What follows belongs to an exercise in optimizing a design on an open flow for small area, a short achievable clock period and few clock cycles per item; a production flow would make more cautious choices.
RTL that was checked went through simulation tests only; none was proved equivalent to the original.
Power is estimated from default activity; no workload was simulated.

==> cedar: inputs <==
==> flow/design.v <==
package exec_pkg;
  localparam logic [3:0] IHALT   = 4'h0;
  localparam logic [3:0] INOP    = 4'h1;
  localparam logic [3:0] IRRMOVQ = 4'h2;
  localparam logic [3:0] IIRMOVQ = 4'h3;
  localparam logic [3:0] IRMMOVQ = 4'h4;
  localparam logic [3:0] IMRMOVQ = 4'h5;
  localparam logic [3:0] IOPQ    = 4'h6;
  localparam logic [3:0] IJXX    = 4'h7;
  localparam logic [3:0] ICALL   = 4'h8;
  localparam logic [3:0] IRET    = 4'h9;
  localparam logic [3:0] IPUSHQ  = 4'hA;
  localparam logic [3:0] IPOPQ   = 4'hB;
  localparam logic [3:0] ALUADD = 4'h0;
  localparam logic [3:0] ALUSUB = 4'h1;
  localparam logic [3:0] ALUAND = 4'h2;
  localparam logic [3:0] ALUXOR = 4'h3;
  localparam logic [3:0] ALUMUL = 4'h4;
  localparam logic [3:0] C_YES = 4'h0;
  localparam logic [3:0] C_LE  = 4'h1;
  localparam logic [3:0] C_L   = 4'h2;
  localparam logic [3:0] C_E   = 4'h3;
  localparam logic [3:0] C_NE  = 4'h4;
  localparam logic [3:0] C_GE  = 4'h5;
  localparam logic [3:0] C_G   = 4'h6;
  localparam logic [3:0] RNONE = 4'hF;
  typedef enum logic [1:0] {S_IDLE, S_MUL, S_DONE} mul_state_e;
  typedef struct packed {
    logic zf;
    logic sf;
    logic of;
  } cc_t;
  function automatic logic cond_eval(input logic [3:0] fn, input cc_t cc);
    logic lt;
    lt = cc.sf ^ cc.of;
    case (fn)
      C_YES:   cond_eval = 1'b1;
      C_LE:    cond_eval = lt | cc.zf;
      C_L:     cond_eval = lt;
      C_E:     cond_eval = cc.zf;
      C_NE:    cond_eval = !cc.zf;
      C_GE:    cond_eval = !lt;
      C_G:     cond_eval = !lt && !cc.zf;
      default: cond_eval = 1'b0;
    endcase
  endfunction
endpackage
module seq_mul #(
  parameter int WIDTH = 64,
  parameter int K     = 4
) (
  input  logic             clock,
  input  logic             load,
  input  logic             hold,
  input  logic [WIDTH-1:0] a,
  input  logic [WIDTH-1:0] b,
  input  logic [WIDTH-1:0] t_hi,
  output logic [WIDTH-1:0] cs_s,
  output logic [WIDTH-1:0] cs_c,
  output logic             cs_cin,
  output logic [WIDTH-1:0] p_lo
);
  logic [WIDTH-1:0]   mcand, hi, lo;
  logic [WIDTH+K-1:0] s, c;
  logic [K:0]         t_lo;
  always_comb begin
    s = {{K{1'b0}}, hi};
    c = {{K{1'b0}}, mcand & {WIDTH{lo[0]}}};
    for (int i = 1; i < K; i++) begin
      logic [WIDTH+K-1:0] pp;
      pp = ({{K{1'b0}}, mcand & {WIDTH{lo[i]}}}) << i;
      {s, c} = {s ^ c ^ pp, ((s & c) | (s & pp) | (c & pp)) << 1};
    end
  end
  assign t_lo   = {1'b0, s[K-1:0]} + {1'b0, c[K-1:0]};
  assign cs_s   = s[WIDTH+K-1:K];
  assign cs_c   = c[WIDTH+K-1:K];
  assign cs_cin = t_lo[K];
  assign p_lo   = {t_lo[K-1:0], lo[WIDTH-1:K]};
  always_ff @(posedge clock) begin
    mcand <= a;
    if (load) begin
      hi <= '0;
      lo <= b;
    end else if (!hold) begin
      hi <= t_hi;
      lo <= {t_lo[K-1:0], lo[WIDTH-1:K]};
    end
  end
endmodule
import exec_pkg::*;
module execute_pipe #(
  parameter int WIDTH  = 64,
  parameter bit MUL_EN = 1'b1
) (
  input  logic             clock,
  input  logic             reset,
  input  logic             in_valid,
  input  logic [3:0]       icode,
  input  logic [3:0]       ifun,
  input  logic [WIDTH-1:0] valA,
  input  logic [WIDTH-1:0] valB,
  input  logic [WIDTH-1:0] valC,
  input  logic [3:0]       dstE,
  input  logic [3:0]       dstM,
  input  logic             m_exc,
  input  logic             stall,
  input  logic             bubble,
  output logic             busy,
  output logic             out_valid,
  output logic [3:0]       e_icode,
  output logic             e_cnd,
  output logic [WIDTH-1:0] e_valE,
  output logic [WIDTH-1:0] e_valA,
  output logic [3:0]       e_dstE,
  output logic [3:0]       e_dstM,
  output logic             zf,
  output logic             sf,
  output logic             of
);
  localparam int MUL_K = 4;
  localparam int STEPS = (WIDTH + MUL_K - 1) / MUL_K;
  localparam int CW    = $clog2(STEPS + 1);
  logic               cc_zf, cc_sf, cc_of;
  logic               is_opq, is_mul, mul_ready, capture, load, cc_we, cnd;
  logic               op_add, op_sub, op_and, op_xor, op_mul;
  logic               m_act, y_a, y_inv, y_c, y_p8, y_m8, cin;
  logic [WIDTH-1:0]   x, y, p, g, sum, val_e;
  logic               sum_zero, alu_zf, alu_of;
  logic [3:0]         dst_e;
  logic [WIDTH-1:0]   cs_s, cs_c, prod_lo;
  logic               cs_cin;
  logic [CW-1:0]      mcnt;    
  function automatic logic cond_eval(input logic [3:0] fn, input logic z, input logic s,
                                     input logic o);
    logic lt;
    lt = s ^ o;
    case (fn)
      C_YES:   cond_eval = 1'b1;
      C_LE:    cond_eval = lt | z;
      C_L:     cond_eval = lt;
      C_E:     cond_eval = z;
      C_NE:    cond_eval = !z;
      C_GE:    cond_eval = !lt;
      C_G:     cond_eval = !lt && !z;
      default: cond_eval = 1'b0;
    endcase
  endfunction
  assign is_opq    = (icode == IOPQ);
  assign op_add    = is_opq && (ifun == ALUADD);
  assign op_sub    = is_opq && (ifun == ALUSUB);
  assign op_and    = is_opq && (ifun == ALUAND);
  assign op_xor    = is_opq && (ifun == ALUXOR);
  assign op_mul    = MUL_EN && is_opq && (ifun == ALUMUL);
  assign is_mul    = in_valid && op_mul;
  assign mul_ready = (mcnt == CW'(STEPS));
  assign busy      = !reset && is_mul && !mul_ready;
  assign capture   = in_valid && !busy;
  assign load      = capture && !bubble;
  always_ff @(posedge clock or posedge reset) begin
    if (reset)           mcnt <= '0;
    else if (!is_mul)    mcnt <= '0;
    else if (!mul_ready) mcnt <= mcnt + 1'b1;
    else if (!stall)     mcnt <= '0;
  end
  always_ff @(posedge clock or posedge reset) begin
    if (reset) m_act <= 1'b0;
    else       m_act <= is_mul && !(mul_ready && !stall);
  end
  seq_mul #(.WIDTH(WIDTH), .K(MUL_K)) u_mul (
    .clock  (clock),
    .load   (mcnt == '0),
    .hold   (mul_ready),
    .a      (valA),
    .b      (valB),
    .t_hi   (sum),
    .cs_s   (cs_s),
    .cs_c   (cs_c),
    .cs_cin (cs_cin),
    .p_lo   (prod_lo)
  );
  assign y_a   = is_opq;
  assign y_inv = op_sub;
  assign y_c   = (icode == IRMMOVQ) || (icode == IMRMOVQ);
  assign y_p8  = (icode == IRET) || (icode == IPOPQ);
  assign y_m8  = (icode == ICALL) || (icode == IPUSHQ);
  assign cin   = m_act ? cs_cin : y_inv;
  always_comb begin
    for (int i = 0; i < WIDTH; i++) begin
      x[i] = m_act ? cs_s[i] : valB[i];
      y[i] = m_act ? cs_c[i] : (((y_a && valA[i]) ^ y_inv) || (y_c && valC[i]) ||
                                (y_m8 && i >= 3) || (y_p8 && i == 3));
    end
  end
  assign p   = x ^ y;
  assign g   = x & y;
  assign sum = x + y + WIDTH'(cin);
  assign sum_zero = ((x ^ y) == {x[WIDTH-2:0] | y[WIDTH-2:0], cin});
  always_comb begin
    val_e  = '0;
    alu_zf = sum_zero;
    alu_of = (x[WIDTH-1] == y[WIDTH-1]) && (sum[WIDTH-1] != x[WIDTH-1]);
    case (icode)
      IRRMOVQ:                          val_e = valA;
      IIRMOVQ:                          val_e = valC;
      IRMMOVQ, IMRMOVQ, ICALL, IPUSHQ,
      IRET, IPOPQ:                      val_e = sum;
      IOPQ:
        case (ifun)
          ALUADD, ALUSUB: val_e = sum;
          ALUAND: begin
            val_e  = g;
            alu_zf = (g == '0);
            alu_of = 1'b0;
          end
          ALUXOR: begin
            val_e  = p;
            alu_zf = (p == '0);
            alu_of = 1'b0;
          end
          ALUMUL: begin
            val_e  = prod_lo;
            alu_zf = (prod_lo == '0);
            alu_of = !sum_zero;
          end
          default: ;
        endcase
      default: ;
    endcase
  end
  assign cnd   = ((icode == IJXX) || (icode == IRRMOVQ)) ? cond_eval(ifun, cc_zf, cc_sf, cc_of) : 1'b0;
  assign dst_e = ((icode == IRRMOVQ) && !cnd) ? RNONE : dstE;
  assign cc_we = capture && !stall && !m_exc && (op_add || op_sub || op_and || op_xor || op_mul);
  always_ff @(posedge clock or posedge reset) begin
    if (reset) begin
      cc_zf <= 1'b1;
      cc_sf <= 1'b0;
      cc_of <= 1'b0;
    end else if (cc_we) begin
      cc_zf <= alu_zf;
      cc_sf <= val_e[WIDTH-1];
      cc_of <= alu_of;
    end
  end
  assign zf = cc_zf;
  assign sf = cc_sf;
  assign of = cc_of;
  always_ff @(posedge clock or posedge reset) begin
    if (reset) begin
      out_valid <= 1'b0;
      e_icode   <= INOP;
      e_cnd     <= 1'b0;
      e_valE    <= '0;
      e_valA    <= '0;
      e_dstE    <= RNONE;
      e_dstM    <= RNONE;
    end else if (!stall) begin
      out_valid <= load;
      e_icode   <= load ? icode : INOP;
      e_cnd     <= load ? cnd : 1'b0;
      e_valE    <= load ? val_e : '0;
      e_valA    <= load ? valA : '0;
      e_dstE    <= load ? dst_e : RNONE;
      e_dstM    <= load ? dstM : RNONE;
    end
  end
endmodule
==> flow/run.sh <==
#!/bin/bash
# synth_recipe.tcl (not shown) runs the flow's synth.tcl, then flattens the netlist and writes it again
# the make line also repeats each setting of config.mk as NAME=value (left out here)
make -C /OpenROAD-flow-scripts/flow DESIGN_CONFIG=/design/flow/config.mk WORK_HOME=/design/flow/orfs CLKGATE_MAP_FILE= SYNTH_SCRIPT=/design/flow/synth_recipe.tcl finish
==> flow/config.mk <==
export PLATFORM = sky130hd
export DESIGN_NAME = execute_pipe
export DESIGN_NICKNAME = execute_pipe
export VERILOG_FILES = /design/flow/design.v
export SDC_FILE = /design/flow/constraint.sdc
export NUM_CORES = 4
export LEC_CHECK = 0
export CAP_MARGIN = 20
export CORE_MARGIN = 2
export CORE_UTILIZATION = 35
export SLEW_MARGIN = 20
==> flow/constraint.sdc <==
create_clock -name core_clock -period 7.0 [get_ports {clock}]
set_input_delay 1.4000 -clock core_clock [delete_from_list [all_inputs] [get_ports {clock}]]
set_output_delay 1.4000 -clock core_clock [all_outputs]
set_load 0.01 [all_outputs]
==> inputs of garnet, as changes to cedar <==
--- a/flow/design.v
+++ b/flow/design.v
@@ -48,5 +48,6 @@
 module seq_mul #(
   parameter int WIDTH = 64,
-  parameter int K     = 4
+  parameter int K     = 5,
+  parameter int STEPS = (WIDTH + K - 1) / K
 ) (
   input  logic             clock,
@@ -58,32 +59,48 @@
   output logic [WIDTH-1:0] cs_s,
   output logic [WIDTH-1:0] cs_c,
-  output logic             cs_cin,
+  output logic             p_cy,
+  output logic             p_top,
   output logic [WIDTH-1:0] p_lo
 );
-  logic [WIDTH-1:0]   mcand, hi, lo;
-  logic [WIDTH+K-1:0] s, c;
-  logic [K:0]         t_lo;
+  localparam int LW = STEPS * K;       
+  localparam int TW = WIDTH + K;       
+  logic [WIDTH-1:0] mcand, hi;
+  logic [LW-1:0]    lo;
+  logic             cy;
+  logic [TW-1:0]    pp [K];
+  logic [TW-1:0]    s1, c1, s2, c2, s3, c3, s4, c4;
+  logic [K:0]       t_lo;
+  logic [LW-1:0]    prod;
+  function automatic void csa(input logic [TW-1:0] x, input logic [TW-1:0] y,
+                              input logic [TW-1:0] z, output logic [TW-1:0] s,
+                              output logic [TW-1:0] c);
+    s = x ^ y ^ z;
+    c = ((x & y) | (x & z) | (y & z)) << 1;
+  endfunction
   always_comb begin
-    s = {{K{1'b0}}, hi};
-    c = {{K{1'b0}}, mcand & {WIDTH{lo[0]}}};
-    for (int i = 1; i < K; i++) begin
-      logic [WIDTH+K-1:0] pp;
-      pp = ({{K{1'b0}}, mcand & {WIDTH{lo[i]}}}) << i;
-      {s, c} = {s ^ c ^ pp, ((s & c) | (s & pp) | (c & pp)) << 1};
-    end
-  end
-  assign t_lo   = {1'b0, s[K-1:0]} + {1'b0, c[K-1:0]};
-  assign cs_s   = s[WIDTH+K-1:K];
-  assign cs_c   = c[WIDTH+K-1:K];
-  assign cs_cin = t_lo[K];
-  assign p_lo   = {t_lo[K-1:0], lo[WIDTH-1:K]};
+    for (int i = 0; i < K; i++) pp[i] = TW'(mcand & {WIDTH{lo[i]}}) << i;
+    pp[1][0] = cy;    
+    csa(TW'(hi), pp[0], pp[1], s1, c1);
+    csa(pp[2], pp[3], pp[4], s2, c2);
+    csa(s1, c1, s2, s3, c3);
+    csa(s3, c3, c2, s4, c4);
+  end
+  assign t_lo  = {1'b0, s4[K-1:0]} + {1'b0, c4[K-1:0]};
+  assign cs_s  = s4[K +: WIDTH];
+  assign cs_c  = c4[K +: WIDTH];
+  assign p_cy  = t_lo[K];
+  assign prod  = {t_lo[K-1:0], lo[LW-1:K]};
+  assign p_lo  = prod[WIDTH-1:0];
+  assign p_top = |prod[LW-1:WIDTH];
   always_ff @(posedge clock) begin
     mcand <= a;
     if (load) begin
       hi <= '0;
-      lo <= b;
+      lo <= LW'(b);
+      cy <= 1'b0;
     end else if (!hold) begin
       hi <= t_hi;
-      lo <= {t_lo[K-1:0], lo[WIDTH-1:K]};
+      lo <= {t_lo[K-1:0], lo[LW-1:K]};
+      cy <= t_lo[K];
     end
   end
@@ -119,5 +136,5 @@
   output logic             of
 );
-  localparam int MUL_K = 4;
+  localparam int MUL_K = 5;
   localparam int STEPS = (WIDTH + MUL_K - 1) / MUL_K;
   localparam int CW    = $clog2(STEPS + 1);
@@ -125,10 +142,10 @@
   logic               is_opq, is_mul, mul_ready, capture, load, cc_we, cnd;
   logic               op_add, op_sub, op_and, op_xor, op_mul;
-  logic               m_act, y_a, y_inv, y_c, y_p8, y_m8, cin;
+  logic               y_a, y_inv, y_c, y_pm8, y_m8, cin;
   logic [WIDTH-1:0]   x, y, p, g, sum, val_e;
   logic               sum_zero, alu_zf, alu_of;
   logic [3:0]         dst_e;
-  logic [WIDTH-1:0]   cs_s, cs_c, prod_lo;
-  logic               cs_cin;
+  logic [WIDTH-1:0]   prod_lo, cs_s, cs_c;
+  logic               prod_cy, prod_top, prod_hi_nz, m_act;
   logic [CW-1:0]      mcnt;    
   function automatic logic cond_eval(input logic [3:0] fn, input logic z, input logic s,
@@ -168,7 +185,7 @@
     else       m_act <= is_mul && !(mul_ready && !stall);
   end
-  seq_mul #(.WIDTH(WIDTH), .K(MUL_K)) u_mul (
+  seq_mul #(.WIDTH(WIDTH), .K(MUL_K), .STEPS(STEPS)) u_mul (
     .clock  (clock),
-    .load   (mcnt == '0),
+    .load   (!m_act),
     .hold   (mul_ready),
     .a      (valA),
@@ -177,18 +194,21 @@
     .cs_s   (cs_s),
     .cs_c   (cs_c),
-    .cs_cin (cs_cin),
+    .p_cy   (prod_cy),
+    .p_top  (prod_top),
     .p_lo   (prod_lo)
   );
-  assign y_a   = is_opq;
-  assign y_inv = op_sub;
-  assign y_c   = (icode == IRMMOVQ) || (icode == IMRMOVQ);
-  assign y_p8  = (icode == IRET) || (icode == IPOPQ);
-  assign y_m8  = (icode == ICALL) || (icode == IPUSHQ);
-  assign cin   = m_act ? cs_cin : y_inv;
+  assign prod_hi_nz = prod_top || !sum_zero;
+  assign y_a     = !icode[3] && icode[2] && icode[1];                         
+  assign y_inv   = y_a && ifun[0] && !ifun[1];                                
+  assign y_c     = !icode[3] && icode[2] && !icode[1];                        
+  assign y_pm8   = icode[3] && !icode[2];                                     
+  assign y_m8    = y_pm8 && !icode[0];                                        
+  assign cin     = m_act ? 1'b0 : y_inv;
   always_comb begin
     for (int i = 0; i < WIDTH; i++) begin
       x[i] = m_act ? cs_s[i] : valB[i];
-      y[i] = m_act ? cs_c[i] : (((y_a && valA[i]) ^ y_inv) || (y_c && valC[i]) ||
-                                (y_m8 && i >= 3) || (y_p8 && i == 3));
+      y[i] = m_act ? cs_c[i] :
+             (((y_a && valA[i]) ^ y_inv) || (y_c && valC[i]) || (y_m8 && i >= 4) ||
+              (y_pm8 && i == 3));
     end
   end
@@ -196,5 +216,5 @@
   assign g   = x & y;
   assign sum = x + y + WIDTH'(cin);
-  assign sum_zero = ((x ^ y) == {x[WIDTH-2:0] | y[WIDTH-2:0], cin});
+  assign sum_zero = ((x ^ y) == {x[WIDTH-2:0] | y[WIDTH-2:0], cin | (m_act && prod_cy)});
   always_comb begin
     val_e  = '0;
@@ -222,5 +242,5 @@
             val_e  = prod_lo;
             alu_zf = (prod_lo == '0);
-            alu_of = !sum_zero;
+            alu_of = prod_hi_nz;
           end
           default: ;
CORE_UTILIZATION = 55   (was 35)
==> inputs of yarrow, as changes to cedar <==
--- a/flow/design.v
+++ b/flow/design.v
@@ -48,5 +48,6 @@
 module seq_mul #(
   parameter int WIDTH = 64,
-  parameter int K     = 4
+  parameter int K     = 5,
+  parameter int STEPS = (WIDTH + K - 1) / K
 ) (
   input  logic             clock,
@@ -58,32 +59,48 @@
   output logic [WIDTH-1:0] cs_s,
   output logic [WIDTH-1:0] cs_c,
-  output logic             cs_cin,
+  output logic             p_cy,
+  output logic             p_top,
   output logic [WIDTH-1:0] p_lo
 );
-  logic [WIDTH-1:0]   mcand, hi, lo;
-  logic [WIDTH+K-1:0] s, c;
-  logic [K:0]         t_lo;
+  localparam int LW = STEPS * K;       
+  localparam int TW = WIDTH + K;       
+  logic [WIDTH-1:0] hi;
+  logic             fresh;             
+  logic [LW-1:0]    lo;
+  logic             cy;
+  logic [TW-1:0]    pp [K];
+  logic [TW-1:0]    s1, c1, s2, c2, s3, c3, s4, c4;
+  logic [K:0]       t_lo;
+  logic [LW-1:0]    prod;
+  function automatic void csa(input logic [TW-1:0] x, input logic [TW-1:0] y,
+                              input logic [TW-1:0] z, output logic [TW-1:0] s,
+                              output logic [TW-1:0] c);
+    s = x ^ y ^ z;
+    c = ((x & y) | (x & z) | (y & z)) << 1;
+  endfunction
   always_comb begin
-    s = {{K{1'b0}}, hi};
-    c = {{K{1'b0}}, mcand & {WIDTH{lo[0]}}};
-    for (int i = 1; i < K; i++) begin
-      logic [WIDTH+K-1:0] pp;
-      pp = ({{K{1'b0}}, mcand & {WIDTH{lo[i]}}}) << i;
-      {s, c} = {s ^ c ^ pp, ((s & c) | (s & pp) | (c & pp)) << 1};
-    end
-  end
-  assign t_lo   = {1'b0, s[K-1:0]} + {1'b0, c[K-1:0]};
-  assign cs_s   = s[WIDTH+K-1:K];
-  assign cs_c   = c[WIDTH+K-1:K];
-  assign cs_cin = t_lo[K];
-  assign p_lo   = {t_lo[K-1:0], lo[WIDTH-1:K]};
+    for (int i = 0; i < K; i++) pp[i] = TW'(a & {WIDTH{lo[i]}}) << i;
+    pp[1][0] = cy;    
+    csa(TW'(hi & {WIDTH{!fresh}}), pp[0], pp[1], s1, c1);
+    csa(pp[2], pp[3], pp[4], s2, c2);
+    csa(s1, c1, s2, s3, c3);
+    csa(s3, c3, c2, s4, c4);
+  end
+  assign t_lo  = {1'b0, s4[K-1:0]} + {1'b0, c4[K-1:0]};
+  assign cs_s  = s4[K +: WIDTH];
+  assign cs_c  = c4[K +: WIDTH];
+  assign p_cy  = t_lo[K];
+  assign prod  = {t_lo[K-1:0], lo[LW-1:K]};
+  assign p_lo  = prod[WIDTH-1:0];
+  assign p_top = |prod[LW-1:WIDTH];
   always_ff @(posedge clock) begin
-    mcand <= a;
+    fresh <= load;
+    if (!hold) hi <= t_hi;
     if (load) begin
-      hi <= '0;
-      lo <= b;
+      lo <= LW'(b);
+      cy <= 1'b0;
     end else if (!hold) begin
-      hi <= t_hi;
-      lo <= {t_lo[K-1:0], lo[WIDTH-1:K]};
+      lo <= {t_lo[K-1:0], lo[LW-1:K]};
+      cy <= t_lo[K];
     end
   end
@@ -119,5 +136,5 @@
   output logic             of
 );
-  localparam int MUL_K = 4;
+  localparam int MUL_K = 5;
   localparam int STEPS = (WIDTH + MUL_K - 1) / MUL_K;
   localparam int CW    = $clog2(STEPS + 1);
@@ -125,10 +142,10 @@
   logic               is_opq, is_mul, mul_ready, capture, load, cc_we, cnd;
   logic               op_add, op_sub, op_and, op_xor, op_mul;
-  logic               m_act, y_a, y_inv, y_c, y_p8, y_m8, cin;
+  logic               y_a, y_inv, y_c, y_pm8, y_m8, cin;
   logic [WIDTH-1:0]   x, y, p, g, sum, val_e;
   logic               sum_zero, alu_zf, alu_of;
   logic [3:0]         dst_e;
-  logic [WIDTH-1:0]   cs_s, cs_c, prod_lo;
-  logic               cs_cin;
+  logic [WIDTH-1:0]   prod_lo, cs_s, cs_c;
+  logic               prod_cy, prod_top, prod_hi_nz, m_act;
   logic [CW-1:0]      mcnt;    
   function automatic logic cond_eval(input logic [3:0] fn, input logic z, input logic s,
@@ -168,7 +185,7 @@
     else       m_act <= is_mul && !(mul_ready && !stall);
   end
-  seq_mul #(.WIDTH(WIDTH), .K(MUL_K)) u_mul (
+  seq_mul #(.WIDTH(WIDTH), .K(MUL_K), .STEPS(STEPS)) u_mul (
     .clock  (clock),
-    .load   (mcnt == '0),
+    .load   (!m_act),
     .hold   (mul_ready),
     .a      (valA),
@@ -177,18 +194,21 @@
     .cs_s   (cs_s),
     .cs_c   (cs_c),
-    .cs_cin (cs_cin),
+    .p_cy   (prod_cy),
+    .p_top  (prod_top),
     .p_lo   (prod_lo)
   );
-  assign y_a   = is_opq;
-  assign y_inv = op_sub;
-  assign y_c   = (icode == IRMMOVQ) || (icode == IMRMOVQ);
-  assign y_p8  = (icode == IRET) || (icode == IPOPQ);
-  assign y_m8  = (icode == ICALL) || (icode == IPUSHQ);
-  assign cin   = m_act ? cs_cin : y_inv;
+  assign prod_hi_nz = prod_top || !sum_zero;
+  assign y_a     = !icode[3] && icode[2] && icode[1];                         
+  assign y_inv   = y_a && ifun[0] && !ifun[1];                                
+  assign y_c     = !icode[3] && icode[2] && !icode[1];                        
+  assign y_pm8   = icode[3] && !icode[2];                                     
+  assign y_m8    = y_pm8 && !icode[0];                                        
+  assign cin     = m_act ? 1'b0 : y_inv;
   always_comb begin
     for (int i = 0; i < WIDTH; i++) begin
       x[i] = m_act ? cs_s[i] : valB[i];
-      y[i] = m_act ? cs_c[i] : (((y_a && valA[i]) ^ y_inv) || (y_c && valC[i]) ||
-                                (y_m8 && i >= 3) || (y_p8 && i == 3));
+      y[i] = m_act ? cs_c[i] :
+             (((y_a && valA[i]) ^ y_inv) || (y_c && valC[i]) || (y_m8 && i >= 4) ||
+              (y_pm8 && i == 3));
     end
   end
@@ -196,5 +216,5 @@
   assign g   = x & y;
   assign sum = x + y + WIDTH'(cin);
-  assign sum_zero = ((x ^ y) == {x[WIDTH-2:0] | y[WIDTH-2:0], cin});
+  assign sum_zero = ((x ^ y) == {x[WIDTH-2:0] | y[WIDTH-2:0], cin | (m_act && prod_cy)});
   always_comb begin
     val_e  = '0;
@@ -222,5 +242,5 @@
             val_e  = prod_lo;
             alu_zf = (prod_lo == '0);
-            alu_of = !sum_zero;
+            alu_of = prod_hi_nz;
           end
           default: ;
==> flow/flow/run.sh (new file) <==
#!/bin/bash
# The standard layout, with plain buffers (buf_1) on the ports in place of the delay buffers
# buffer_ports picks by default. Each tool's full output is in orfs/logs; standard.sh's own
# output goes to standard.log.
set -euo pipefail
export BUFFER_PORTS_ARGS="-buffer_cell sky130_fd_sc_hd__buf_1"
bash standard.sh > standard.log 2>&1
==> flow/standard.sh (new file) <==
#!/bin/bash
# synth_recipe.tcl (not shown) runs the flow's synth.tcl, then flattens the netlist and writes it again
# the make line also repeats each setting of config.mk as NAME=value (left out here)
make -C /OpenROAD-flow-scripts/flow DESIGN_CONFIG=/design/flow/config.mk WORK_HOME=/design/flow/orfs CLKGATE_MAP_FILE= SYNTH_SCRIPT=/design/flow/synth_recipe.tcl "${@:-finish}"
CORE_UTILIZATION = 45   (was 35)
SETUP_SLACK_MARGIN = 1.0   (was default)
removed: flow/run.sh
==> summary.txt <==
item                                                                                   cedar                     garnet                    yarrow
Detailed placer's ending HPWL                                                  92900 microns              91600 microns             88800 microns
Total power per unit cell area                                                   182 mW/mm^2                182 mW/mm^2               183 mW/mm^2
Most common cell after layout, fill and taps aside                    sky130_fd_sc_hd__inv_1   sky130_fd_sc_hd__nand2_1  sky130_fd_sc_hd__nand2_1
Max Clk Rate                                                                         163 MHz                    150 MHz                   170 MHz
Number of vias per cell after detailed routing                                          5.53                       6.30                      5.93
Synthesized-area fraction occupied by ao, oa, aoi and oai cells                        0.181                      0.171                     0.175
Internal power                                                                       4.35 mW                    4.26 mW                   3.84 mW
Outcome                                                              complete, no violations    complete, no violations   complete, no violations
Highest-delay cell along the critical path                           sky130_fd_sc_hd__nor3_1  sky130_fd_sc_hd__o311ai_1     sky130_fd_sc_hd__ha_1
CP startpoint                                                                        ifun[3]                u_mul.lo[3]                  valA[61]
Post-route minimum period                                                            6.13 ns                    6.69 ns                   5.90 ns
Combinational cell fraction of total power                                             0.291                      0.340                     0.357
Launching element type of the critical path                                       input port                       flop                input port
Final critical-path share of the clock period                                          0.876                      0.955                     0.842
Endpoint of the worst hold path                                                   e_valE[14]                  e_dstE[1]                 e_dstM[1]
P_sw                                                                                 2.23 mW                    2.39 mW                   2.32 mW
Source of the worst register-to-register timing path                             u_mul.lo[1]                u_mul.lo[3]               u_mul.fresh
Simple logic cell fraction of the synthesized area                                     0.144                      0.177                     0.174
Total clock network power                                                            2.49 mW                    2.20 mW                   1.96 mW
Share of final-layout standard cells stronger than drive strength 1                    0.102                     0.0463                    0.0837
Sequential fraction of the synthesis area                                              0.278                      0.268                     0.257
Termination of the worst setup path                                               e_valE[49]                 e_valE[63]                     cc_of
Nets in the synthesized netlist                                                         3913                       4385                      4134
Via total after detailed routing                                                       26.6k                      30.1k                     27.6k
Testbench counts of cedar, summed over its fixed seeds: cycles 34,715, items 16,000.
Testbench counts of yarrow, summed over its fixed seeds: cycles 31,668, items 16,000.
For garnet, only the layout was checked, not whether the RTL still works.

[separate check: timing with driven ports]
No port has a modelled driver above. Below, the same layouts with a new extraction and two added sets of constraints. Step 1, drivers: a clkbuf_16 drives clock and a buf_2 each remaining input, both assumed. Step 2 moves the port delays by t, midway between the first and last clock arrival at a register: inputs arrive t later, outputs are due t later. That takes back most of the time a late clock gives input paths. Slacks: ideal / step 1 / step 2; pairs: ideal / step 1.
| run | t, ns | setup WS [ns] | worst hold slack (ns) | clock arrival spread, ns | worst register clock-pin slew, ns |
|---|---|---|---|---|---|
| cedar | 0.659 | 0.866 / 0.903 / 0.245 | 0.484 / 0.484 / 0.484 | 0.045 / 0.045 | 0.07 / 0.07 |
| garnet | 0.635 | 0.314 / 0.314 / 0.019 | 0.463 / 0.463 / 0.463 | 0.029 / 0.029 | 0.07 / 0.07 |
| yarrow | 0.631 | 1.104 / 1.150 / 0.519 | 0.462 / 0.462 / 0.462 | 0.015 / 0.015 | 0.06 / 0.06 |
After both steps setup and hold are still met in every run listed. For cedar, which loses most, drivers alone change the setup slack by +0.037 ns; drivers and shift together by -0.621 ns.
